This design comes from an exercise in tuning for small area on the open sky130 flow, not from production work. The RTL was checked by simulation tests, not by an equivalence proof against the original design. The flow treats the clock pin as an ideal source, which a real chip does not have. Power and IR drop assume default switching activity.

File: flow/run.sh
#!/bin/bash
# Standard ORFS layout (the standard.sh, unchanged synthesis) with:
#  - port buffers of the smallest buffer cell,
#  - a clock tree of clkbuf_4 cells without dummy loads,
#  - no timing-driven upsizing at floorplan (before placement, wires unknown),
#  - an area-recovery sizing pass after CTS, followed by slew/cap repair.
set -e
export BUFFER_PORTS_ARGS="-buffer_cell sky130_fd_sc_hd__buf_1"
export CTS_ARGS="-sink_clustering_enable -repair_clock_nets -dont_use_dummy_load -buf_list sky130_fd_sc_hd__clkbuf_4"
export REMOVE_ABC_BUFFERS=1
export POST_CTS_TCL="$PWD/flow/post_cts.tcl"
bash standard.sh > standard.log 2>&1
File: flow/post_cts.tcl
# Downsize cells off the critical paths to recover area, then repair slew/cap.
estimate_parasitics -placement
repair_timing -setup -recover_power 100
repair_design -slew_margin 20 -cap_margin 20
detailed_placement
check_placement -verbose
File: standard.sh
#!/bin/bash
# synth_recipe.tcl (not shown) runs the flow's synth.tcl, then flattens the netlist and writes it again
# the make line also repeats each setting of config.mk as NAME=value (left out here)
make -C /OpenROAD-flow-scripts/flow DESIGN_CONFIG=/design/flow/config.mk WORK_HOME=/design/flow/orfs CLKGATE_MAP_FILE= SYNTH_SCRIPT=/design/flow/synth_recipe.tcl "${@:-finish}"
File: config.mk
export PLATFORM = sky130hd
export DESIGN_NAME = decode_writeback
export DESIGN_NICKNAME = decode_writeback
export VERILOG_FILES = /design/flow/design.v
export SDC_FILE = /design/flow/constraint.sdc
export NUM_CORES = 4
export LEC_CHECK = 0
export CAP_MARGIN = 20
export CORE_MARGIN = 2
export CORE_UTILIZATION = 45
export PLACE_DENSITY = 0.65
export SLEW_MARGIN = 20
export SYNTH_HIERARCHICAL = 1
export SYNTH_MINIMUM_KEEP_SIZE = 0
File: constraint.sdc
create_clock -name core_clock -period 8.0 [get_ports {clock}]
set_input_delay 1.6000 -clock core_clock [delete_from_list [all_inputs] [get_ports {clock}]]
set_output_delay 1.6000 -clock core_clock [all_outputs]
set_load 0.01 [all_outputs]
File: design.v
module decode_writeback #(
    parameter logic [63:0] RSP_RESET = 64'h0000_0000_0000_0200
) (
    input  logic         clock,
    input  logic         reset,
    input  logic [3:0]   icode,
    input  logic [3:0]   rA,
    input  logic [3:0]   rB,
    input  logic         halt_in,
    input  logic         cnd,
    input  logic [63:0]  valE,
    input  logic [63:0]  valM,
    output logic [3:0]   srcA,
    output logic [3:0]   srcB,
    output logic [3:0]   dstE,
    output logic [3:0]   dstM,
    output logic [63:0]  valA,
    output logic [63:0]  valB,
    output logic [1:0]   stat
);
    localparam logic [3:0] RegNone = 4'hF;
    localparam logic [3:0] RegRsp  = 4'h4;
    localparam logic [3:0] IHalt  = 4'h0;
    localparam logic [3:0] ICmov  = 4'h2;
    localparam logic [3:0] IIrmov = 4'h3;
    localparam logic [3:0] IRmmov = 4'h4;
    localparam logic [3:0] IMrmov = 4'h5;
    localparam logic [3:0] IOp    = 4'h6;
    localparam logic [3:0] ICall  = 4'h8;
    localparam logic [3:0] IRet   = 4'h9;
    localparam logic [3:0] IPush  = 4'hA;
    localparam logic [3:0] IPop   = 4'hB;
    logic [1:0]  statReg;
    logic [1:0]  nextStat;
    logic        commit;
    logic [63:0] regs [0:14];
    always_comb begin
        srcA = RegNone;
        srcB = RegNone;
        dstE = RegNone;
        dstM = RegNone;
        case (icode)
            ICmov:  begin srcA = rA; dstE = cnd ? rB : RegNone; end
            IIrmov: begin dstE = rB; end
            IRmmov: begin srcA = rA; srcB = rB; end
            IMrmov: begin srcB = rB; dstM = rA; end
            IOp:    begin srcA = rA; srcB = rB; dstE = rB; end
            ICall:  begin srcB = RegRsp; dstE = RegRsp; end
            IRet:   begin srcA = RegRsp; srcB = RegRsp; dstE = RegRsp; end
            IPush:  begin srcA = rA; srcB = RegRsp; dstE = RegRsp; end
            IPop:   begin srcA = RegRsp; srcB = RegRsp; dstE = RegRsp; dstM = rA; end
            default: ;
        endcase
    end
    logic [14:0] selA, selB;
    always_comb begin
        for (int r = 0; r < 15; r++) begin
            selA[r] = (srcA == 4'(r));
            selB[r] = (srcB == 4'(r));
        end
    end
    for (genvar b = 0; b < 64; b++) begin : gRead
        logic [14:0] col;
        for (genvar r = 0; r < 15; r++) begin : gCol
            assign col[r] = regs[r][b];
        end
        dw_read15 uRdA (.d(col), .s(selA), .y(valA[b]));
        dw_read15 uRdB (.d(col), .s(selB), .y(valB[b]));
    end
    always_comb begin
        nextStat = statReg;
        if (statReg == 2'b00) begin
            if (icode > 4'hB)
                nextStat = 2'b10;
            else if (halt_in || icode == IHalt)
                nextStat = 2'b01;
        end
    end
    assign commit = (statReg == 2'b00) && (nextStat == 2'b00);
    assign stat   = statReg;
    always_ff @(posedge clock) begin
        if (reset)
            statReg <= 2'b00;
        else
            statReg <= nextStat;
    end
    logic [63:0] wData;
    assign wData = (dstM != RegNone) ? valM : valE;
    logic [14:0] wrE, wrM, ld, hold, ldE, ldM;
    always_comb begin
        for (int r = 0; r < 15; r++) begin
            wrE[r]  = commit && (dstE == 4'(r));
            wrM[r]  = commit && (dstM == 4'(r));
            ld[r]   = !reset && (wrE[r] || wrM[r]);
            hold[r] = !reset && !(wrE[r] || wrM[r]);
            ldM[r]  = !reset && wrM[r];
            ldE[r]  = !reset && wrE[r] && !wrM[r];
        end
    end
    logic [63:0] nxt [0:14];
    for (genvar r = 0; r < 15; r++) begin : gReg
        for (genvar b = 0; b < 64; b++) begin : gBit
            if (r == 4 && RSP_RESET[b]) begin : gRspOne
                dw_ao2221 uNx (.a1(regs[r][b]), .a2(hold[r]), .b1(valE[b]), .b2(ldE[r]),
                               .c1(valM[b]), .c2(ldM[r]), .d(reset), .x(nxt[r][b]));
            end else if (r == 4) begin : gRsp
                dw_ao222 uNx (.a1(regs[r][b]), .a2(hold[r]), .b1(valE[b]), .b2(ldE[r]),
                              .c1(valM[b]), .c2(ldM[r]), .x(nxt[r][b]));
            end else begin : gGen
                dw_ao22 uNx (.a1(regs[r][b]), .a2(hold[r]), .b1(wData[b]), .b2(ld[r]),
                             .x(nxt[r][b]));
            end
        end
    end
    always_ff @(posedge clock) begin
        for (int r = 0; r < 15; r++)
            regs[r] <= nxt[r];
    end
endmodule
module dw_ao22 (
    input  logic a1, a2, b1, b2,
    output logic x
);
    assign x = (a1 & a2) | (b1 & b2);
endmodule
module dw_ao222 (
    input  logic a1, a2, b1, b2, c1, c2,
    output logic x
);
    assign x = (a1 & a2) | (b1 & b2) | (c1 & c2);
endmodule
module dw_ao2221 (
    input  logic a1, a2, b1, b2, c1, c2, d,
    output logic x
);
    assign x = (a1 & a2) | (b1 & b2) | (c1 & c2) | d;
endmodule
module dw_aoi222 (
    input  logic a1, a2, b1, b2, c1, c2,
    output logic y
);
    assign y = ~((a1 & a2) | (b1 & b2) | (c1 & c2));
endmodule
module dw_nand5 (
    input  logic a, b, c, d, e,
    output logic y
);
    assign y = ~(a & b & c & d & e);
endmodule
module dw_read15 (
    input  logic [14:0] d,
    input  logic [14:0] s,
    output logic        y
);
    logic [4:0] n;
    for (genvar g = 0; g < 5; g++) begin : gGrp
        dw_aoi222 uG (.a1(d[3*g]), .a2(s[3*g]), .b1(d[3*g+1]), .b2(s[3*g+1]),
                      .c1(d[3*g+2]), .c2(s[3*g+2]), .y(n[g]));
    end
    dw_nand5 uOr (.a(n[0]), .b(n[1]), .c(n[2]), .d(n[3]), .e(n[4]), .y(y));
endmodule
==> results.sh, run 1 <==
export IMPL_worstSetupPathType="input port to output pin"
export IMPL_io_pins=290
export IMPL_num_rows=106
export IMPL_drt_pass1_iterations=14
export IMPL_finalNetCount=3917
export IMPL_grt_total_usage=0.374
export IMPL_dp_hpwl_mm=90.9
export IMPL_holdCritPathClass="flop to flop"
export IMPL_synth_area_sq_um=37700
export IMPL_gr_total_overflow=0
export IMPL_clkSlewWorstSetupHoldPaths_ns=0.04
export IMPL_required_ns=6.40
export IMPL_synth_compound_area_share=0.406
export IMPL_start_kind="input port"
export IMPL_static_leakage_power_nw=15.6
export IMPL_max_cap_violations=0
export IMPL_outcome="no timing/DRC/antenna violations"
export IMPL_worstPathMaxFanout=19
export IMPL_drc_errors=0
export IMPL_antenna_found_initial=3
export IMPL_avgSynthCellArea_sq_um=12.0
export IMPL_cp_cell_sequence="buf_1 -> clkbuf_1 -> nand2b_1 -> or2_2 -> o22a_1 -> nand2b_1 -> nor2_4 -> buf_4 -> a222oi_1 -> and3_1 -> nand3_1 -> buf_1"
export IMPL_syn2layout_area_growth_pct=16.5
export IMPL_grt_first_pass_wirelength_mm=244
export IMPL_drive_gt1_frac=0.129
export IMPL_die_h_um=293
export IMPL_synth_edf_count=0
export IMPL_first_iter_violations=8514
export IMPL_slowest_delay_ns=0.73
export IMPL_peakVddDrop_mv=0.134
export IMPL_initial_core_util=0.452
export IMPL_fmax_mhz=143
export IMPL_synth_mux_area_fraction=0.0191
export IMPL_tightestPinTransition_ns=1.25
export IMPL_max_slew_margin=0.168
export IMPL_holdWs_ns=0.491
export IMPL_die_x_um=293
export IMPL_synth_top_family_by_area="compound AO/OA/AOI/OAI gates"
export IMPL_wl_mm=169
export IMPL_vias=38752
export IMPL_place_inst=4591
export IMPL_die_area_sq_um=86000
export IMPL_ys_warn_count=10
export IMPL_yosysTopAreaCell="dfxtp_1"
export IMPL_viasPerCell=7.98
export IMPL_cp_end_kind="output pin"
export IMPL_grt_max_degree=65
export IMPL_path_buf_inv=4
export IMPL_crit_slowest_cell="nor2_4"
export IMPL_powerDensity_nw_per_um2=197
export IMPL_gp_congestion=0.845
export IMPL_fin_skew_ns=0.179
export IMPL_synthSimpleGateAreaFrac=0.0540
export IMPL_synthCells=3140
export IMPL_antenna_left=0
export IMPL_synth_most_common_cell="dfxtp_1"
export IMPL_cp_top_family="simple AND/OR/NAND/NOR gates"
export IMPL_ys_top_cells_by_count="dfxtp_1 (962), a22o_1 (896), a222oi_1 (703)"
export IMPL_insertion_delay_ns=1.17
export IMPL_fin_cells=4854
export IMPL_clock_sinks=962
export IMPL_synthArstFlopShare=0
export IMPL_crit_arrival_ns=5.37
export IMPL_synthXorXnorAreaFrac=0
export IMPL_setup_viol=0
export IMPL_grt_setup_unrepaired="no"
export IMPL_ys_seq_elements=962
export IMPL_yosysSeqAreaShare=0.511
export IMPL_grt_pass1_vias=37370
export IMPL_synth_top_area_share=0.511
export IMPL_cts_tree="built"
export IMPL_drv_slew=0
export IMPL_hold_violations=0
export IMPL_ys_types=47
export IMPL_post_drt_wl_per_cell_um=34.8
export IMPL_synthAdderAreaFrac=0
export IMPL_min_period_ns=6.97
export IMPL_synth_flop_cell="dfxtp_1"
export IMPL_finalCritPeriodShare=0.871
export IMPL_synthTopCellsByArea="dfxtp_1 (51%), a22o_1 (21%), a222oi_1 (19%)"
export IMPL_core_area_sq_um=83300
export IMPL_finalPower_mw=8.64
export IMPL_port_buffers=289
## cell usage in the layout (no fill, tap or decap), types with 3 or more instances in the layout
cell / instances
dfxtp_1: 962
a22o_1: 896
a222oi_1: 703
buf_1: 285
clkbuf_4: 244
nand3_1: 133
and3_1: 128
inv_1: 68
buf_4: 61
mux2_2: 59
buf_12: 39
nor2_4: 20
nand2_1: 16
nand2b_1: 13
a21oi_4: 12
nor2b_4: 12
nor2_1: 11
nor3_2: 10
buf_16: 10
o22ai_1: 9
a21oi_1: 6
o21a_1: 6
clkbuf_1: 6
mux2_1: 5
o32ai_1: 4
clkbuf_2: 4
diode_2: 3
or2_2: 3
o22a_1: 3
a2111o_1: 3
nor2b_1: 3
nand3b_1: 3
## Yosys stat by module (local to each module, per instance), a selection
module            cell area, sq um  times used  cells  flops+latches
dw_aoi222                     10.0         640      1              0
dw_ao22                       8.76         896      1              0
dw_ao2221                     16.3           1      3              0
decode_writeback             21100           1   1219            962
dw_nand5                      11.3         128      2              0
dw_ao222                      13.8          63      2              0
## cell type report
type	count	area [sq um]
Tap cell	1080	1350
Fill cell	7458	39400
Clock buffer	239	1790
Timing Repair Buffer	412	2680
Sequential cell	962	19300
Antenna cell	3	7.51
Inverter	68	255
Multi-Input combinational cell	2090	18500
## per-stage QoR
| stage | TNS [ns] | instance area, sq um | utilization | setup WS (ns) |
|---|---|---|---|---|
| after floorplan | -247.84 | 37600 | - | -3.79 |
| after detailed placement | 0 | 41600 | 0.500 | 1.50 |
| final | 0 | 43800 | 0.526 | 1.03 |
| after global routing | 0 | 43800 | 0.526 | 0.913 |
| after global placement | 0 | 41600 | 0.499 | 1.54 |
## report_power, final
part           internal, mW  leakage, nW  total, mW  switching, mW
registers              4.83         7.75       4.86         0.0303
clock network          1.34         1.10       3.16           1.82
logic                 0.135         6.71      0.621          0.486
## worst reg2reg max path, stage by stage (launching register included)
cell and delay, ns:
dfxtp_1 0.31, a211oi_1 0.24, nor3b_2 0.22, buf_4 0.36, nand2b_1 0.67, and2b_2 1.01, buf_2 0.77, buf_16 0.26
a22o_1 0.14
## per-layer routing
metal / track usage / wire [um]
met5: 0 / 18
met4: 0.194 / 8100
met3: 0.114 / 25000
met2: 0.555 / 72000
met1: 0.490 / 63900
## final timing paths
| kind | start | end | slack (ns) | cells after the start |
|---|---|---|---|---|
| max | icode[2] | valA[3] | 1.03 | 12 |
| min | statReg[0]$_SDFF_PP0_ | statReg[0]$_SDFF_PP0_ | 0.49 | 2 |
| max reg2reg | statReg[0]$_SDFF_PP0_ | regs[1][10]$_DFF_P_ | 3.97 | 8 |
| min reg2reg | statReg[0]$_SDFF_PP0_ | statReg[0]$_SDFF_PP0_ | 0.49 | 2 |
## flip-flops by register name, indices dropped and copies added, names as in the netlist
register  count
statReg       2
regs        960
## kinds of logic after synthesis
group	Yosys count
compound gates	1657
mux	64
flops	962
buf+inv	88
simple gates	369
==> run 2: changes to the inputs <==
==> flow/run.sh (replaced) <==
#!/bin/bash
# Standard ORFS layout (the standard.sh, unchanged synthesis) with:
#  - port buffers of the smallest buffer cell,
#  - no timing-driven upsizing at floorplan (before placement, wires unknown),
#  - a clock tree of clkbuf_4 cells on clusters of up to 12 flip-flops, without dummy
#    loads, whose leaf buffers are then upsized where their sinks' clock slew is high.
set -e
export BUFFER_PORTS_ARGS="-buffer_cell sky130_fd_sc_hd__buf_1"
export CTS_ARGS="-sink_clustering_enable -repair_clock_nets -dont_use_dummy_load -buf_list sky130_fd_sc_hd__clkbuf_4 -sink_clustering_size 12 -sink_clustering_max_diameter 35"
export REMOVE_ABC_BUFFERS=1
export POST_CTS_TCL="$PWD/flow/post_cts.tcl"
bash standard.sh > standard.log 2>&1
==> flow/post_cts.tcl (replaced) <==
# Upsize clock leaf buffers whose flip-flop sinks see a clock slew above the target
# (placement parasitics), then re-legalize.
proc fix_leaves {target} {
  set sizes {sky130_fd_sc_hd__clkbuf_1 sky130_fd_sc_hd__clkbuf_2 sky130_fd_sc_hd__clkbuf_4 sky130_fd_sc_hd__clkbuf_8 sky130_fd_sc_hd__clkbuf_16}
  set tot 0
  for {set it 0} {$it < 5} {incr it} {
    estimate_parasitics -placement
    set n 0
    foreach inst [get_cells clkbuf_leaf*] {
      set out [get_pins -of_objects $inst -filter "direction==output"]
      set net [get_nets -of_objects $out]
      set mx 0
      foreach p [get_pins -of_objects $net -filter "direction==input"] {
        set sl [expr {max([get_property $p slew_max_rise],[get_property $p slew_max_fall])}]
        if {$sl > $mx} { set mx $sl }
      }
      if {$mx > $target} {
        set m [get_property [get_lib_cells -of_objects $inst] name]
        set i [lsearch $sizes $m]
        if {$i >= 0 && $i < [llength $sizes] - 1} {
          replace_cell $inst [lindex $sizes [expr {$i + 1}]]
          incr n
        }
      }
    }
    incr tot $n
    if {$n == 0} { break }
  }
  puts "fix_leaves: upsized $tot leaf buffers"
}
fix_leaves 0.085
estimate_parasitics -placement
repair_timing -hold
detailed_placement
check_placement -verbose
--- a/config.mk
+++ b/config.mk
@@ -9,4 +9,4 @@
 export CORE_MARGIN = 2
-export CORE_UTILIZATION = 45
-export PLACE_DENSITY = 0.65
+export CORE_UTILIZATION = 55
+export PLACE_DENSITY = 0.7
 export SLEW_MARGIN = 20
==> run 2 against run 1 <==
  * Still clean on timing, DRC and antenna
  * Die area shrank 18%
  * Routed wire length decreased by 0.56%
  * First-iteration DRC count up 13%
  * Fmax up 1.6%
  * Area after synthesis stayed put
  * Final cell count down 6.7%
  * Sequential power hardly changed
  * Total power shrank 4.2%
  * Clock power shrank 11%
  * Register-to-register slack improved by 0.02 ns
  * Worst setup slack better by 0.11 ns
  * Critical endpoint is now valA[27]
  * Largest cell class unchanged
==> results.sh, run 2 <==
export IMPL_outcome="no timing/DRC/antenna violations"
export IMPL_synth_flop_cell="dfxtp_1"
export IMPL_num_rows=95
export IMPL_p_sw_frac=0.264
export IMPL_r2r_start="statReg[0]$_SDFF_PP0_"
export IMPL_cts_tree="built"
export IMPL_syn2layout_area_growth_pct=13.4
export IMPL_grt_pass1_vias=39186
export IMPL_ys_seq_elements=962
export IMPL_finalPower_mw=8.27
export IMPL_pwr_share_comb=0.074
export IMPL_synthTopCellsByArea="dfxtp_1 (51%), a22o_1 (21%), a222oi_1 (19%)"
export IMPL_holdCritPathClass="flop to flop"
export IMPL_grt_max_degree=65
export IMPL_yosysSeqAreaShare=0.511
export IMPL_largest_reg_flops=960
export IMPL_synth_top_area_share=0.511
export IMPL_required_ns=6.40
export IMPL_fin_tns_setup_ns=0
export IMPL_gp_congestion=0.914
export IMPL_drv_slew=0
export IMPL_start_kind="input port"
export IMPL_wl_mm=168
export IMPL_setup_viol=0
export IMPL_detailedPlace_worstSlack_ns=1.30
export IMPL_nFillCells=5412
export IMPL_p_switching_mw=2.19
export IMPL_fin_cells=4528
export IMPL_static_leakage_power_nw=15.0
export IMPL_grt_total_usage=0.452
export IMPL_timing_rr_end="regs[14][41]$_DFF_P_"
export IMPL_grt_setup_unrepaired="no"
export IMPL_drt_pass1_iterations=14
export IMPL_min_path_cells=2
export IMPL_port_buffers=289
export IMPL_tightestPinTransition_ns=1.27
export IMPL_min_delay_start="statReg[0]$_SDFF_PP0_"
export IMPL_die_area_sq_um=70600
export IMPL_max_slew_margin=0.151
export IMPL_clock_sinks=962
export IMPL_core_area_sq_um=67500
export IMPL_antenna_left=0
export IMPL_antenna_found_initial=2
export IMPL_synthArstFlopShare=0
export IMPL_synth_edf_count=0
export IMPL_initial_core_util=0.558
export IMPL_hold_end="statReg[0]$_SDFF_PP0_"
export IMPL_place_inst=4375
export IMPL_powerDensity_nw_per_um2=194
export IMPL_min_period_ns=6.86
export IMPL_fin_skew_ns=0.132
export IMPL_p_int_mw=6.09
export IMPL_final_cell_mix="dfxtp_1 (962), a22o_1 (896), a222oi_1 (703), buf_1 (288), nand3_1 (133)"
export IMPL_final_common_cell="dfxtp_1"
export IMPL_p_seq_frac=0.586
export IMPL_worstPathMaxFanout=33
export IMPL_top_regs="regs x960, statReg x2"
export IMPL_rrSetupSlack_ns=3.99
export IMPL_p_clk_frac=0.339
export IMPL_synthCells=3140
export IMPL_fin_ws_ns=1.14
export IMPL_die_x_um=266
export IMPL_post_drt_wl_per_cell_um=37.1
export IMPL_holdWs_ns=0.502
export IMPL_hold_violations=0
export IMPL_clkSlewWorstSetupHoldPaths_ns=0.04
export IMPL_top_register="regs"
export IMPL_ys_top_cells_by_count="dfxtp_1 (962), a22o_1 (896), a222oi_1 (703)"
export IMPL_cp_end_kind="output pin"
export IMPL_gr_total_overflow=0
export IMPL_worstSetupPathType="input port to output pin"
export IMPL_finalCritPeriodShare=0.857
export IMPL_yosysTopAreaCell="dfxtp_1"
export IMPL_die_h_um=266
export IMPL_crit_arrival_ns=5.26
export IMPL_drive_gt1_frac=0.101
export IMPL_dp_hpwl_mm=88.8
export IMPL_io_pins=290
export IMPL_ys_types=47
export IMPL_vias=39411
export IMPL_synth_area_sq_um=37700
export IMPL_fmax_mhz=146
export IMPL_peakVddDrop_mv=0.148
export IMPL_first_iter_violations=9618
export IMPL_ys_warn_count=10
export IMPL_grt_first_pass_wirelength_mm=243
export IMPL_viasPerCell=8.70
export IMPL_synth_most_common_cell="dfxtp_1"
export IMPL_r2r_cells=7
export IMPL_avgSynthCellArea_sq_um=12.0
export IMPL_insertion_delay_ns=1.11
export IMPL_finalNetCount=3796
export IMPL_max_cap_violations=0
export IMPL_drc_errors=0
[run 2: critical path: stages]
cell and delay (ns):
buf_1 0.55, nand2b_1 0.20, or2_2 0.36, o22a_1 0.23, or2_2 0.37, nor2_4 0.77, buf_12 0.37, buf_4 0.31
a222oi_1 0.14, nand3_1 0.13, buf_1 0.19
[run 2: layout make-up]
| type | count | area [sq um] | share of cell area |
|---|---|---|---|
| inverter | 68 | 255 | 0.00598 |
| sequential | 962 | 19300 | 0.451 |
| multi-input combinational | 2090 | 18500 | 0.434 |
| timing repair buffer | 385 | 2100 | 0.0491 |
| tap | 873 | 1090 | 0.0256 |
| antenna | 5 | 12.5 | 0.000293 |
| clock buffer | 145 | 1460 | 0.0341 |
[run 2: worst max path at each step]
stage             start        to  slack (ns)  depth (start not counted)
3_5_place_dp   icode[2]  valA[41]        1.30                         10
2_1_floorplan  icode[3]   valB[0]       -3.79                          7
6_report       icode[2]  valA[27]        1.14                         11
3_3_place_gp   icode[2]  valA[56]        1.48                         10
5_1_grt        icode[2]   valA[8]        1.17                         11
[run 2: kinds of logic (layout without fill, tap and decap cells)]
logic type             Yosys count  in the layout  share of synthesized area
other                            0              5                          0
and+or+nand+nor                369            369                     0.0540
muxes                           64             64                     0.0191
AOI/OAI and AO/OA             1657           1657                      0.406
DFF                            962            962                      0.511
buffers and inverters           88            598                    0.00937
[run 2: modules after synthesis (local to each module, per instance), excerpt]
module,cell area (sq um),cells inside,flip-flops and latches,copies in the design
decode_writeback,21100,1219,962,1
dw_ao2221,16.3,3,0,1
dw_ao222,13.8,2,0,63
dw_nand5,11.3,2,0,128
dw_aoi222,10.0,1,0,640
dw_ao22,8.76,1,0,896
[run 2: metrics by stage]
| stage | util | instance area (sq um) |
|---|---|---|
| finish | 0.632 | 42700 |
| global route | 0.632 | 42700 |
| detailed placement | 0.609 | 41100 |
| global placement | 0.609 | 41100 |
| floorplan | - | 37600 |
[run 2: power by group through the flow]
stage | sequential, mW | combinational (mW) | clock (mW)
after floorplan | 4.95 | 0.283 | 0
after global placement | 4.96 | 0.554 | 0
after detailed placement | 4.96 | 0.573 | 0
after global routing | 4.85 | 0.618 | 3.00
final | 4.85 | 0.616 | 2.81
[run 2: metal layers]
| layer | track usage | share of wire | up-vias |
|---|---|---|---|
| met5 | 0 | 0 | - |
| met4 | 0.283 | 0.070 | 0 |
| met3 | 0.144 | 0.16 | 988 |
| met2 | 0.683 | 0.43 | 4034 |
| met1 | 0.560 | 0.34 | 18843 |
| li1 | - | - | 15546 |
==> run 3: changes to the inputs <==
--- a/config.mk
+++ b/config.mk
@@ -9,4 +9,4 @@
 export CORE_MARGIN = 2
-export CORE_UTILIZATION = 55
-export PLACE_DENSITY = 0.7
+export CORE_UTILIZATION = 65
+export PLACE_DENSITY = 0.75
 export SLEW_MARGIN = 20
==> run 3 against run 2 <==
  * Register-to-register slack got worse by 0.12 ns
  * Total power decreased by 0.24%
  * Design area decreased by 0.70%
  * Non-clock buffer count decreased by 13
  * Sequential share of layout area increased by 0.32 points
  * Die area decreased by 15%
  * Clock power about the same
  * First-iteration DRC count increased by 9.4%
  * Clock skew decreased by 0.040 ns
  * Clock-buffer cell count decreased by 3
  * Highest routed layer is now met5
==> results.sh, run 3 <==
export IMPL_outcome="no timing/DRC/antenna violations"
export IMPL_cp_cell_sequence="buf_1 -> nand2b_1 -> or2_2 -> o22a_1 -> nand2b_1 -> nor2_4 -> buf_4 -> a222oi_1 -> nand3_1 -> buf_1"
export IMPL_setup_viol=0
export IMPL_finalPower_mw=8.25
export IMPL_cp_end_kind="output pin"
export IMPL_synth_top_area_share=0.511
export IMPL_final_common_cell="dfxtp_1"
export IMPL_p_seq_frac=0.588
export IMPL_max_slew_margin=0.130
export IMPL_antenna_left=0
export IMPL_synth_most_common_cell="dfxtp_1"
export IMPL_start_kind="input port"
export IMPL_grt_first_pass_wirelength_mm=241
export IMPL_cp_top_family="simple AND/OR/NAND/NOR gates"
export IMPL_ys_top_cells_by_count="dfxtp_1 (962), a22o_1 (896), a222oi_1 (703)"
export IMPL_min_period_ns=6.85
export IMPL_viasPerCell=9.20
export IMPL_peakVddDrop_mv=0.169
export IMPL_die_area_sq_um=59900
export IMPL_fin_cells=4409
export IMPL_top_register="regs"
export IMPL_multi_input_area_sq_um=18500
export IMPL_avgSynthCellArea_sq_um=12.0
export IMPL_powerDensity_nw_per_um2=195
export IMPL_fmax_mhz=146
export IMPL_first_iter_violations=10520
export IMPL_grt_setup_unrepaired="no"
export IMPL_synth_edf_count=0
export IMPL_clkSlewWorstSetupHoldPaths_ns=0.06
export IMPL_syn2layout_area_growth_pct=12.6
export IMPL_largest_reg_flops=960
export IMPL_slowest_delay_ns=0.70
export IMPL_crit_arrival_ns=5.25
export IMPL_seqCellArea_sq_um=19300
export IMPL_ys_types=47
export IMPL_drv_slew=0
export IMPL_ys_warn_count=10
export IMPL_cts_tree="built"
export IMPL_fin_util=0.738
export IMPL_final_cell_mix="dfxtp_1 (962), a22o_1 (896), a222oi_1 (703), buf_1 (288), nand3_1 (133)"
export IMPL_max_cap_violations=0
export IMPL_io_pins=290
export IMPL_drc_errors=0
export IMPL_holdCritPathClass="flop to flop"
export IMPL_synthArstFlopShare=0
export IMPL_tightestPinTransition_ns=1.31
export IMPL_synthTopCellsByArea="dfxtp_1 (51%), a22o_1 (21%), a222oi_1 (19%)"
export IMPL_drt_pass1_iterations=17
export IMPL_antenna_found_initial=4
export IMPL_port_buffers=289
export IMPL_drive_gt1_frac=0.0974
export IMPL_place_inst=4255
export IMPL_insertion_delay_ns=1.12
export IMPL_finalCritPeriodShare=0.856
export IMPL_min_delay_start="regs[12][54]$_DFF_P_"
export IMPL_path_buf_inv=3
export IMPL_num_rows=88
export IMPL_yosysSeqAreaShare=0.511
export IMPL_synth_flop_cell="dfxtp_1"
export IMPL_dp_hpwl_mm=83.8
export IMPL_grt_total_usage=0.527
export IMPL_r2r_start="statReg[0]$_SDFF_PP0_"
export IMPL_wl_mm=166
export IMPL_synthCells=3140
export IMPL_top_regs="regs x960, statReg x2"
export IMPL_ys_seq_elements=962
export IMPL_p_clk_frac=0.338
export IMPL_p_switching_mw=2.19
export IMPL_hold_violations=0
export IMPL_synth_area_sq_um=37700
export IMPL_post_drt_wl_per_cell_um=37.6
export IMPL_clock_sinks=962
export IMPL_p_int_mw=6.06
export IMPL_cp_startpoint="icode[2]"
export IMPL_grt_pass1_vias=39660
export IMPL_pwr_share_comb=0.074
export IMPL_required_ns=6.40
export IMPL_static_leakage_power_nw=14.9
export IMPL_p_sw_frac=0.265
export IMPL_gp_congestion=0.918
export IMPL_gr_total_overflow=0
export IMPL_core_area_sq_um=57500
export IMPL_yosysTopAreaCell="dfxtp_1"
export IMPL_nFillCells=4111
export IMPL_finalNetCount=3780
export IMPL_fin_skew_ns=0.0916
export IMPL_worstPathMaxFanout=28
export IMPL_grt_max_degree=65
export IMPL_crit_slowest_cell="nor2_4"
export IMPL_worstSetupPathType="input port to output pin"
export IMPL_initial_core_util=0.655
export IMPL_die_x_um=245
export IMPL_die_h_um=245
export IMPL_vias=40543
run 3: cell counts after synthesis:
No cell type changed its count.
run 3: kinds of logic after synthesis:
| kind of cell | count (synthesis) | share of synthesized area |
|---|---|---|
| multiplexers | 64 | 0.0191 |
| flip-flops | 962 | 0.511 |
| AND/OR/NAND/NOR | 369 | 0.0540 |
| buffers and inverters | 88 | 0.00937 |
| AO/OA/AOI/OAI | 1657 | 0.406 |
run 3: per-module statistics from Yosys (local to each module, per instance), a selection:
module	area [sq um]	flops+latches	cells inside	copies in the design
decode_writeback	21100	962	1219	1
dw_ao22	8.76	0	1	896
dw_aoi222	10.0	0	1	640
dw_ao2221	16.3	0	3	1
dw_ao222	13.8	0	2	63
dw_nand5	11.3	0	2	128
run 3: worst paths after layout:
path,cells after the start,end,slack (ns)
setup reg to reg,8,regs[12][26]$_DFF_P_,3.87
hold reg to reg,1,regs[12][54]$_DFF_P_,0.52
hold / removal,1,regs[12][54]$_DFF_P_,0.52
setup / recovery,10,valA[31],1.15
run 3: area by class of cell:
class,count,area share
inverter,68,0.00602
antenna,10,0.000590
clock buffer,142,0.0337
tap,765,0.0226
timing repair buffer,372,0.0460
sequential,962,0.454
multi-input combinational,2090,0.437
run 3: through the flow:
stage | TNS [ns] | worst slack, ns | cell area, sq um | hold WS (ns)
global route | 0 | 1.14 | 42400 | 0.525
global placement | 0 | 1.60 | 40900 | 0.472
detailed placement | 0 | 1.43 | 40900 | 0.496
floorplan | -247.84 | -3.79 | 37600 | 0.457
finish | 0 | 1.15 | 42400 | 0.516
run 3: power by group through the flow:
stage | logic (mW) | clock network [mW] | registers (mW)
after global placement | 0.546 | 0 | 4.96
after detailed placement | 0.565 | 0 | 4.96
after floorplan | 0.283 | 0 | 4.95
after global routing | 0.611 | 2.96 | 4.85
final | 0.614 | 2.79 | 4.85
run 3: layer usage:
metal,vias up,wire (um),global-route usage
met2,4684,67300,0.757
met1,18961,53200,0.645
li1,15505,-,-
met3,1389,30900,0.205
met5,-,70,0.00735
met4,4,14200,0.374
run 3: worst reg2reg max path: cells and delay by family (launching register included):
kind | cells | cell delay (ns)
AND/OR/NAND/NOR | 3 | 1.53
flip-flops | 1 | 0.33
AO/OA/AOI/OAI | 3 | 1.03
buffers and inverters | 2 | 1.22
==> run 4: changes to the inputs <==
==> flow/run.sh (replaced) <==
#!/bin/bash
# Standard ORFS layout (the standard.sh, unchanged synthesis) with:
#  - port buffers of the smallest buffer cell,
#  - no timing-driven upsizing at floorplan (before placement, wires unknown),
#  - a clock tree of clkbuf_4 cells on clusters of up to 24 flip-flops, without dummy
#    loads, whose leaf buffers are then upsized where their sinks' clock slew is high.
set -e
export BUFFER_PORTS_ARGS="-buffer_cell sky130_fd_sc_hd__buf_1"
export CTS_ARGS="-sink_clustering_enable -repair_clock_nets -dont_use_dummy_load -buf_list sky130_fd_sc_hd__clkbuf_4 -sink_clustering_size 24 -sink_clustering_max_diameter 60"
export REMOVE_ABC_BUFFERS=1
export POST_CTS_TCL="$PWD/flow/post_cts.tcl"
bash standard.sh > standard.log 2>&1
--- a/flow/post_cts.tcl
+++ b/flow/post_cts.tcl
@@ -30,3 +30,3 @@
 }
-fix_leaves 0.085
+fix_leaves 0.09
 estimate_parasitics -placement
==> run 4 against run 3 <==
  * Die area unchanged
  * Non-clock buffer count unchanged
  * Worst setup slack worse by 0.0027 ns
  * Combinational power about the same
  * Utilization down 0.44 points
  * Worst hold slack worse by 0.0017 ns
==> results.sh, run 4 <==
export IMPL_drive_gt1_frac=0.0748
export IMPL_clock_sinks=962
export IMPL_grt_total_usage=0.518
export IMPL_drc_errors=0
export IMPL_min_period_ns=6.85
export IMPL_cp_depth=10
export IMPL_fmax_mhz=146
export IMPL_path_buf_inv=3
export IMPL_hold_end="statReg[0]$_SDFF_PP0_"
export IMPL_core_area_sq_um=57500
export IMPL_worstPathMaxFanout=31
export IMPL_nFillCells=4100
export IMPL_rrSetupSlack_ns=3.82
export IMPL_fin_skew_ns=0.0904
export IMPL_fin_ws_ns=1.15
export IMPL_largest_reg_flops=960
export IMPL_grt_setup_unrepaired="no"
export IMPL_die_area_sq_um=59900
export IMPL_first_iter_violations=10437
export IMPL_die_h_um=245
export IMPL_dp_hpwl_mm=83.8
export IMPL_grt_max_degree=65
export IMPL_r2r_cells=8
export IMPL_initial_core_util=0.655
export IMPL_timing_rr_end="regs[12][42]$_DFF_P_"
export IMPL_grt_first_pass_wirelength_mm=238
export IMPL_max_cap_violations=0
export IMPL_crit_arrival_ns=5.25
export IMPL_antenna_left=0
export IMPL_cts_tree="built"
export IMPL_cp_top_family="simple AND/OR/NAND/NOR gates"
export IMPL_top_regs="regs x960, statReg x2"
export IMPL_gr_total_overflow=0
export IMPL_static_leakage_power_nw=14.7
export IMPL_holdCritPathClass="flop to flop"
export IMPL_final_common_cell="dfxtp_1"
export IMPL_wl_met2_mm=67.3
export IMPL_synth_flop_cell="dfxtp_1"
export IMPL_holdWs_ns=0.515
export IMPL_finalNetCount=3691
export IMPL_viasPerCell=9.20
export IMPL_fin_util=0.733
export IMPL_crit_slowest_cell="nor2_4"
export IMPL_io_pins=290
export IMPL_ys_types=47
export IMPL_required_ns=6.40
export IMPL_synthTopCellsByArea="dfxtp_1 (51%), a22o_1 (21%), a222oi_1 (19%)"
export IMPL_avgSynthCellArea_sq_um=12.0
export IMPL_setup_viol=0
export IMPL_die_x_um=245
export IMPL_cp_cell_sequence="buf_1 -> nand2b_1 -> or2_2 -> o22a_1 -> nand2b_1 -> nor2_4 -> buf_4 -> a222oi_1 -> nand3_1 -> buf_1"
export IMPL_num_rows=88
export IMPL_ys_seq_elements=962
export IMPL_synth_top_area_share=0.511
export IMPL_highest_layer="met4"
export IMPL_synth_most_common_cell="dfxtp_1"
export IMPL_synthCells=3140
export IMPL_gp_congestion=0.918
export IMPL_port_buffers=289
export IMPL_dr_wl_met3_mm=31.1
export IMPL_yosysSeqAreaShare=0.511
export IMPL_worstSetupPathType="input port to output pin"
export IMPL_r2r_start="statReg[0]$_SDFF_PP0_"
export IMPL_vias=39662
export IMPL_final_cell_mix="dfxtp_1 (962), a22o_1 (896), a222oi_1 (703), buf_1 (288), nand3_1 (133)"
export IMPL_powerDensity_nw_per_um2=191
export IMPL_wl_mm=164
export IMPL_top_register="regs"
export IMPL_syn2layout_area_growth_pct=11.9
export IMPL_drv_slew=0
export IMPL_grt_pass1_vias=38959
export IMPL_place_inst=4255
export IMPL_wl_met1_mm=52.4
export IMPL_min_delay_start="statReg[0]$_SDFF_PP0_"
export IMPL_fin_cells=4311
export IMPL_yosysTopAreaCell="dfxtp_1"
export IMPL_max_slew_margin=0.137
export IMPL_start_kind="input port"
export IMPL_antenna_found_initial=1
export IMPL_post_drt_wl_per_cell_um=38.1
export IMPL_clkSlewWorstSetupHoldPaths_ns=0.06
export IMPL_cp_end_kind="output pin"
export IMPL_ys_top_cells_by_count="dfxtp_1 (962), a22o_1 (896), a222oi_1 (703)"
export IMPL_hold_violations=0
export IMPL_ys_warn_count=10
export IMPL_min_path_cells=2
export IMPL_slowest_delay_ns=0.81
export IMPL_finalCritPeriodShare=0.856
export IMPL_peakVddDrop_mv=0.207
export IMPL_tightestPinTransition_ns=1.29
export IMPL_synth_area_sq_um=37700
export IMPL_synth_edf_count=0
export IMPL_synthArstFlopShare=0
export IMPL_detailedPlace_worstSlack_ns=1.43
export IMPL_outcome="no timing/DRC/antenna violations"
export IMPL_insertion_delay_ns=1.09
export IMPL_drt_pass1_iterations=15
[run 4: where the power goes]
group / total [mW] / internal, mW / switching (mW) / leakage [nW]
clock network: 2.60 / 1.04 / 1.55 / 0.602
logic: 0.613 / 0.125 / 0.488 / 6.38
registers: 4.85 / 4.82 / 0.0309 / 7.75
total: 8.06 / 5.99 / 2.07 / 14.7
[run 4: cells by family after synthesis]
family                 count (synthesis)  synth area share
AOI/OAI and AO/OA                   1657             0.406
buffers and inverters                 88           0.00937
DFF                                  962             0.511
muxes                                 64            0.0191
and+or+nand+nor                      369            0.0540
[run 4: layout make-up]
cell class	instances	area [sq um]	share of cell area
timing repair buffer	372	1940	0.0460
antenna	1	2.50	0.0000594
clock buffer	53	1210	0.0287
sequential	962	19300	0.457
inverter	68	255	0.00606
tap	765	957	0.0227
multi-input combinational	2090	18500	0.439
[run 4: worst min-delay path, stage by stage, from the launching register on]
cell,delay (ns)
dfxtp_1,0.34
inv_1,0.08
a21oi_1,0.06
[run 4: worst max path at each step]
stage | to | startpoint | slack [ns]
after floorplan | valB[0] | icode[3] | -3.79
after global routing | valA[21] | icode[2] | 1.15
after detailed placement | valA[15] | icode[2] | 1.43
final | valA[15] | icode[2] | 1.15
after global placement | valA[31] | icode[2] | 1.60
[run 4: Yosys stat by module (local to each module, per instance), excerpt]
module            cells  times used  flip-flops and latches
decode_writeback   1219           1                     962
dw_ao22               1         896                       0
dw_ao222              2          63                       0
dw_ao2221             3           1                       0
dw_aoi222             1         640                       0
dw_nand5              2         128                       0
[run 4: metrics by stage]
stage / area [sq um] / power [mW] / setup TNS [ns]
2_1_floorplan: 37600 / 5.23 / -247.84
3_3_place_gp: 40900 / 5.50 / 0
3_5_place_dp: 40900 / 5.53 / 0
5_1_grt: 42100 / 8.19 / 0
6_report: 42100 / 8.06 / 0
[run 4: metal layers]
layer	track usage	vias to the layer above
li1	-	15314
met4	0.349	0
met3	0.188	1250
met2	0.753	4557
met5	0	-
met1	0.643	18541

## what the ideal ports hide
The results above use ideal ports. As a check the final layouts listed here were re-extracted and re-timed, cells and wires unchanged. Step 1, drivers: a clkbuf_16 drives clock and a buf_2 each remaining input, both assumed. Step 2 moves the port delays by t, midway between the first and last clock arrival at a register: inputs arrive t later, outputs are due t later. That takes back most of the time a late clock gives input paths. Three values: no drivers, after step 1, after step 2; two values: the first two.
run | shift t [ns] | setup slack, ns | hold slack, ns | worst register clock-pin slew, ns
run 1 | 1.147 | 1.030 / 1.004 / 1.004 | 0.491 / 0.491 / 0.491 | 0.08 / 0.08
run 2 | 1.114 | 1.142 / 1.116 / 1.116 | 0.502 / 0.502 / 0.502 | 0.09 / 0.09
run 3 | 1.134 | 1.152 / 1.127 / 1.127 | 0.516 / 0.516 / 0.516 | 0.09 / 0.09
run 4 | 1.104 | 1.149 / 1.124 / 1.124 | 0.515 / 0.515 / 0.515 | 0.11 / 0.11
After both steps setup and hold are still met in every run listed.
